This design comes from an exercise in tuning for small area on the open sky130 flow, not from production work.
Function was checked by simulation only, so behaviour that the tests miss may differ from the original.
Power figures rest on the tool's default switching activity, not on a simulated workload.

==> inputs of cedar <==
==> flow/design.v <==
module register_bank_sb #(
  parameter int nb_bits         = 32,
  parameter int nb_bits_address = 5,
  parameter int nb_registres    = 32,
  parameter int nb_read_ports   = 2,
  parameter bit bypass_en       = 1'b1
) (
  input  logic                                           clk_i,
  input  logic                                           rst_i,
  input  logic                                           write_enable_i,
  input  logic [nb_bits_address-1:0]                     rd_add_i,
  input  logic [nb_bits-1:0]                             rd_data_i,
  input  logic [nb_bits/8-1:0]                           byte_en_i,
  input  logic [nb_read_ports-1:0][nb_bits_address-1:0]  rs_add_i,
  output logic [nb_read_ports-1:0][nb_bits-1:0]          rs_data_o,
  input  logic                                           reserve_i,
  input  logic [nb_bits_address-1:0]                     reserve_add_i,
  input  logic                                           flush_i,
  output logic [nb_read_ports-1:0]                       rs_busy_o,
  output logic                                           any_busy_o
);
  localparam int NB_BYTES = nb_bits / 8;
  logic [nb_bits-1:0]        r_regs [1:nb_registres-1];
  logic [nb_registres-1:1]   r_busy;
  logic                      w_wr_valid;
  logic                      w_rsv_valid;
  logic [nb_registres-1:1]   w_wr_hit;
  logic [nb_registres-1:1]   w_rsv_hit;
  logic [nb_bits-1:0]        w_wr_old;
  logic [nb_bits-1:0]        w_wr_merged;
  function automatic logic addr_in_range(input logic [nb_bits_address-1:0] a);
    logic [31:0] a32;
    a32 = a;
    addr_in_range = (a != '0) && (a32 < nb_registres);
  endfunction
  always_comb begin
    w_wr_valid  = write_enable_i && rst_i && addr_in_range(rd_add_i);
    w_rsv_valid = reserve_i && rst_i && addr_in_range(reserve_add_i);
  end
  always_comb begin
    w_wr_hit  = '0;
    w_rsv_hit = '0;
    for (int i = 1; i < nb_registres; i++) begin
      w_wr_hit[i]  = w_wr_valid && (rd_add_i == nb_bits_address'(i));
      w_rsv_hit[i] = w_rsv_valid && (reserve_add_i == nb_bits_address'(i));
    end
  end
  always_comb begin
    w_wr_old = '0;
    for (int i = 1; i < nb_registres; i++) begin
      if (rd_add_i == nb_bits_address'(i)) begin
        w_wr_old = r_regs[i];
      end
    end
  end
  always_comb begin
    w_wr_merged = '0;
    for (int k = 0; k < NB_BYTES; k++) begin
      w_wr_merged[8*k +: 8] = byte_en_i[k] ? rd_data_i[8*k +: 8] : w_wr_old[8*k +: 8];
    end
  end
  always_ff @(posedge clk_i or negedge rst_i) begin
    if (!rst_i) begin
      for (int i = 1; i < nb_registres; i++) begin
        r_regs[i] <= '0;
      end
    end else begin
      for (int i = 1; i < nb_registres; i++) begin
        if (w_wr_hit[i]) begin
          r_regs[i] <= w_wr_merged;
        end
      end
    end
  end
  always_ff @(posedge clk_i or negedge rst_i) begin
    if (!rst_i) begin
      r_busy <= '0;
    end else if (flush_i) begin
      r_busy <= '0;
    end else begin
      r_busy <= (r_busy & ~w_wr_hit) | w_rsv_hit;
    end
  end
  always_comb begin
    rs_data_o = '0;
    rs_busy_o = '0;
    for (int p = 0; p < nb_read_ports; p++) begin
      for (int i = 1; i < nb_registres; i++) begin
        if (rs_add_i[p] == nb_bits_address'(i)) begin
          rs_data_o[p] = r_regs[i];
          rs_busy_o[p] = r_busy[i];
        end
      end
      if (bypass_en && w_wr_valid && (rs_add_i[p] == rd_add_i)) begin
        rs_data_o[p] = w_wr_merged;
      end
    end
  end
  always_comb begin
    any_busy_o = |r_busy;
  end
endmodule
==> flow/run.sh <==
#!/bin/bash
# synth_recipe.tcl (not shown) runs the flow's synth.tcl, then flattens the netlist and writes it again
# the make line also repeats each setting of config.mk as NAME=value (left out here)
make -C /OpenROAD-flow-scripts/flow DESIGN_CONFIG=/design/flow/config.mk WORK_HOME=/design/flow/orfs CLKGATE_MAP_FILE= SYNTH_SCRIPT=/design/flow/synth_recipe.tcl finish
==> flow/config.mk <==
export PLATFORM = sky130hd
export DESIGN_NAME = register_bank_sb
export DESIGN_NICKNAME = register_bank_sb
export VERILOG_FILES = /design/flow/design.v
export SDC_FILE = /design/flow/constraint.sdc
export NUM_CORES = 4
export LEC_CHECK = 0
export CAP_MARGIN = 20
export CORE_MARGIN = 2
export CORE_UTILIZATION = 45
export SETUP_SLACK_MARGIN = 0.5
export SLEW_MARGIN = 20
==> flow/constraint.sdc <==
create_clock -name core_clock -period 8.0 [get_ports {clk_i}]
set_input_delay 1.6000 -clock core_clock [delete_from_list [all_inputs] [get_ports {clk_i}]]
set_output_delay 1.6000 -clock core_clock [all_outputs]
set_load 0.01 [all_outputs]
==> tundra (differences from cedar) <==
==> flow/design.v, changed modules only <==
module register_bank_sb #(
  parameter int nb_bits         = 32,
  parameter int nb_bits_address = 5,
  parameter int nb_registres    = 32,
  parameter int nb_read_ports   = 2,
  parameter bit bypass_en       = 1'b1
) (
  input  logic                                           clk_i,
  input  logic                                           rst_i,
  input  logic                                           write_enable_i,
  input  logic [nb_bits_address-1:0]                     rd_add_i,
  input  logic [nb_bits-1:0]                             rd_data_i,
  input  logic [nb_bits/8-1:0]                           byte_en_i,
  input  logic [nb_read_ports-1:0][nb_bits_address-1:0]  rs_add_i,
  output logic [nb_read_ports-1:0][nb_bits-1:0]          rs_data_o,
  input  logic                                           reserve_i,
  input  logic [nb_bits_address-1:0]                     reserve_add_i,
  input  logic                                           flush_i,
  output logic [nb_read_ports-1:0]                       rs_busy_o,
  output logic                                           any_busy_o
);
  localparam int NB_BYTES = nb_bits / 8;
  logic [nb_bits-1:0]        r_regs [1:nb_registres-1];
  logic [nb_registres-1:1]   r_valid;
  logic [nb_registres-1:1]   r_busy;
  logic                      w_wr_valid;
  logic                      w_rsv_valid;
  logic [nb_registres-1:1]   w_wr_hit;
  logic [nb_registres-1:1]   w_rsv_hit;
  logic [nb_bits-1:0]        w_wr_data;
  function automatic logic addr_in_range(input logic [nb_bits_address-1:0] a);
    logic [31:0] a32;
    a32 = a;
    addr_in_range = (a != '0) && (a32 < nb_registres);
  endfunction
  always_comb begin
    w_wr_valid  = write_enable_i && rst_i && addr_in_range(rd_add_i);
    w_rsv_valid = reserve_i && rst_i && addr_in_range(reserve_add_i);
  end
  always_comb begin
    w_wr_hit  = '0;
    w_rsv_hit = '0;
    for (int i = 1; i < nb_registres; i++) begin
      w_wr_hit[i]  = w_wr_valid && (rd_add_i == nb_bits_address'(i));
      w_rsv_hit[i] = w_rsv_valid && (reserve_add_i == nb_bits_address'(i));
    end
  end
  always_comb begin
    for (int k = 0; k < NB_BYTES; k++) begin
      w_wr_data[8*k +: 8] = byte_en_i[k] ? rd_data_i[8*k +: 8] : 8'h00;
    end
  end
  for (genvar i = 1; i < nb_registres; i++) begin : g_reg
    for (genvar k = 0; k < NB_BYTES; k++) begin : g_byte
      always_ff @(posedge clk_i) begin
        if (w_wr_hit[i] && (byte_en_i[k] || !r_valid[i])) begin
          r_regs[i][8*k +: 8] <= w_wr_data[8*k +: 8];
        end
      end
    end
  end
  always_ff @(posedge clk_i or negedge rst_i) begin
    if (!rst_i) begin
      r_valid <= '0;
    end else begin
      r_valid <= r_valid | w_wr_hit;
    end
  end
  always_ff @(posedge clk_i or negedge rst_i) begin
    if (!rst_i) begin
      r_busy <= '0;
    end else if (flush_i) begin
      r_busy <= '0;
    end else begin
      r_busy <= (r_busy & ~w_wr_hit) | w_rsv_hit;
    end
  end
  logic [nb_read_ports-1:0][nb_registres-1:1] w_rd_sel;
  logic [nb_read_ports-1:0][NB_BYTES-1:0]     w_rd_fwd;
  for (genvar p = 0; p < nb_read_ports; p++) begin : g_dec
    always_comb begin
      rs_busy_o[p] = 1'b0;
      for (int i = 1; i < nb_registres; i++) begin
        w_rd_sel[p][i] = (rs_add_i[p] == nb_bits_address'(i)) && r_valid[i];
        if (rs_add_i[p] == nb_bits_address'(i)) begin
          rs_busy_o[p] = r_busy[i];
        end
      end
      for (int k = 0; k < NB_BYTES; k++) begin
        w_rd_fwd[p][k] = bypass_en && w_wr_valid && (rs_add_i[p] == rd_add_i) && byte_en_i[k];
      end
    end
  end
  for (genvar p = 0; p < nb_read_ports; p++) begin : g_port
    for (genvar b = 0; b < nb_bits; b++) begin : g_bit
      logic [nb_registres-1:1] v_col;
      for (genvar i = 1; i < nb_registres; i++) begin : g_col
        assign v_col[i] = r_regs[i][b];
      end
      register_bank_sb_rdbit #(.N(nb_registres-1)) u_rd (
        .sel_i (w_rd_sel[p]),
        .d_i   (v_col),
        .fwd_i (w_rd_fwd[p][b/8]),
        .wd_i  (rd_data_i[b]),
        .q_o   (rs_data_o[p][b])
      );
    end
  end
  always_comb begin
    any_busy_o = |r_busy;
  end
endmodule
module register_bank_sb_rdbit #(
  parameter int N = 31
) (
  input  logic [N-1:0] sel_i,
  input  logic [N-1:0] d_i,
  input  logic         fwd_i,
  input  logic         wd_i,
  output logic         q_o
);
  localparam int NG3 = N / 3;                  
  localparam int NR  = N - 3 * NG3;            
  localparam int NG  = NG3 + (NR != 0);        
  localparam int NQ  = (NG + 3) / 4;           
  logic [NG-1:0] v_g_n;
  logic [NQ-1:0] v_q;
  for (genvar g = 0; g < NG3; g++) begin : g_grp
    register_bank_sb_aoi222 u_aoi (
      .a_i(sel_i[3*g +: 3]), .b_i(d_i[3*g +: 3]), .y_o(v_g_n[g]));
  end
  if (NR == 1) begin : g_r1
    assign v_g_n[NG-1] = ~(sel_i[N-1] & d_i[N-1]);
  end else if (NR == 2) begin : g_r2
    assign v_g_n[NG-1] = ~((sel_i[N-2] & d_i[N-2]) | (sel_i[N-1] & d_i[N-1]));
  end
  for (genvar q = 0; q < NQ; q++) begin : g_nand
    localparam int W = (NG - 4*q) < 4 ? (NG - 4*q) : 4;
    register_bank_sb_nand #(.W(W)) u_nand (.a_i(v_g_n[4*q +: W]), .y_o(v_q[q]));
  end
  register_bank_sb_fin #(.W(NQ)) u_fin (.q_i(v_q), .fwd_i(fwd_i), .wd_i(wd_i), .y_o(q_o));
endmodule
module register_bank_sb_aoi222 (
  input  logic [2:0] a_i,
  input  logic [2:0] b_i,
  output logic       y_o
);
  assign y_o = ~((a_i[0] & b_i[0]) | (a_i[1] & b_i[1]) | (a_i[2] & b_i[2]));
endmodule
module register_bank_sb_nand #(
  parameter int W = 4
) (
  input  logic [W-1:0] a_i,
  output logic         y_o
);
  assign y_o = ~&a_i;
endmodule
module register_bank_sb_fin #(
  parameter int W = 3
) (
  input  logic [W-1:0] q_i,
  input  logic         fwd_i,
  input  logic         wd_i,
  output logic         y_o
);
  assign y_o = fwd_i ? wd_i : |q_i;
endmodule
--- a/flow/config.mk
+++ b/flow/config.mk
@@ -7,2 +7,3 @@
 export LEC_CHECK = 0
+export ABC_CLOCK_PERIOD_IN_PS = 1000000
 export CAP_MARGIN = 20
@@ -12 +13,3 @@
 export SLEW_MARGIN = 20
+export SYNTH_HIERARCHICAL = 1
+export SYNTH_MINIMUM_KEEP_SIZE = 0
==> run notes <==
|  | tundra | cedar |
|---|---|---|
| Result of the run | finished clean | finished clean |
| Multiplexer share of the synthesized area | 0.316% | 4.15% |
| Number of unique standard cell types used by synthesis | 60 | 99 |
| Number of warnings reported in the yosys synthesis log | 8 | 2 |
| FP Rows | 114 | 136 |
| Synth-to-Final Area Change | 17.6% | 16.8% |
| Number of diodes | 5 | 30 |
| Largest cell class by area | registers | multi-input combinational cells |
| Reg-to-reg critical path endpoint | r_regs[24][19]$_DFFE_PP_ | r_regs[8][23]$_DFFE_PN0P_ |
| Fraction of area in registers | 61.1% | 35.2% |
| Number of placed cells counting well taps | 4272 | 9477 |
| Number of sinks handled by clock tree synthesis | 1054 | 1023 |
| Post-synthesis instance area | 0.0436 sq mm | 0.0622 sq mm |
| Sequential-cell power consumption | 6270 uW | 6800 uW |

[static timing again, ports no longer ideal]
No port has a modelled driver above. Below, the same layouts with a new extraction and two added sets of constraints.
Step 1: set_driving_cell puts a clkbuf_16 on clk_i and a buf_2 on each other input, an assumption about the parent block.
Step 2 also shifts input and output timing later by t, the mid clock arrival at the registers, as if the neighbouring blocks saw the same clock.
Three values: no drivers, after step 1, after step 2; two values: the first two.
run | t (ns) | setup slack, ns | worst hold slack (ns)
cedar | 0.877 | 0.212 / 0.176 / 0.176 | 0.513 / 0.513 / 0.513
tundra | 0.778 | 0.420 / 0.393 / 0.393 | 0.606 / 0.606 / 0.606
After both steps every run listed still meets setup and hold. For cedar, which loses most, drivers alone change the setup slack by -0.036 ns; drivers and shift together by -0.036 ns.
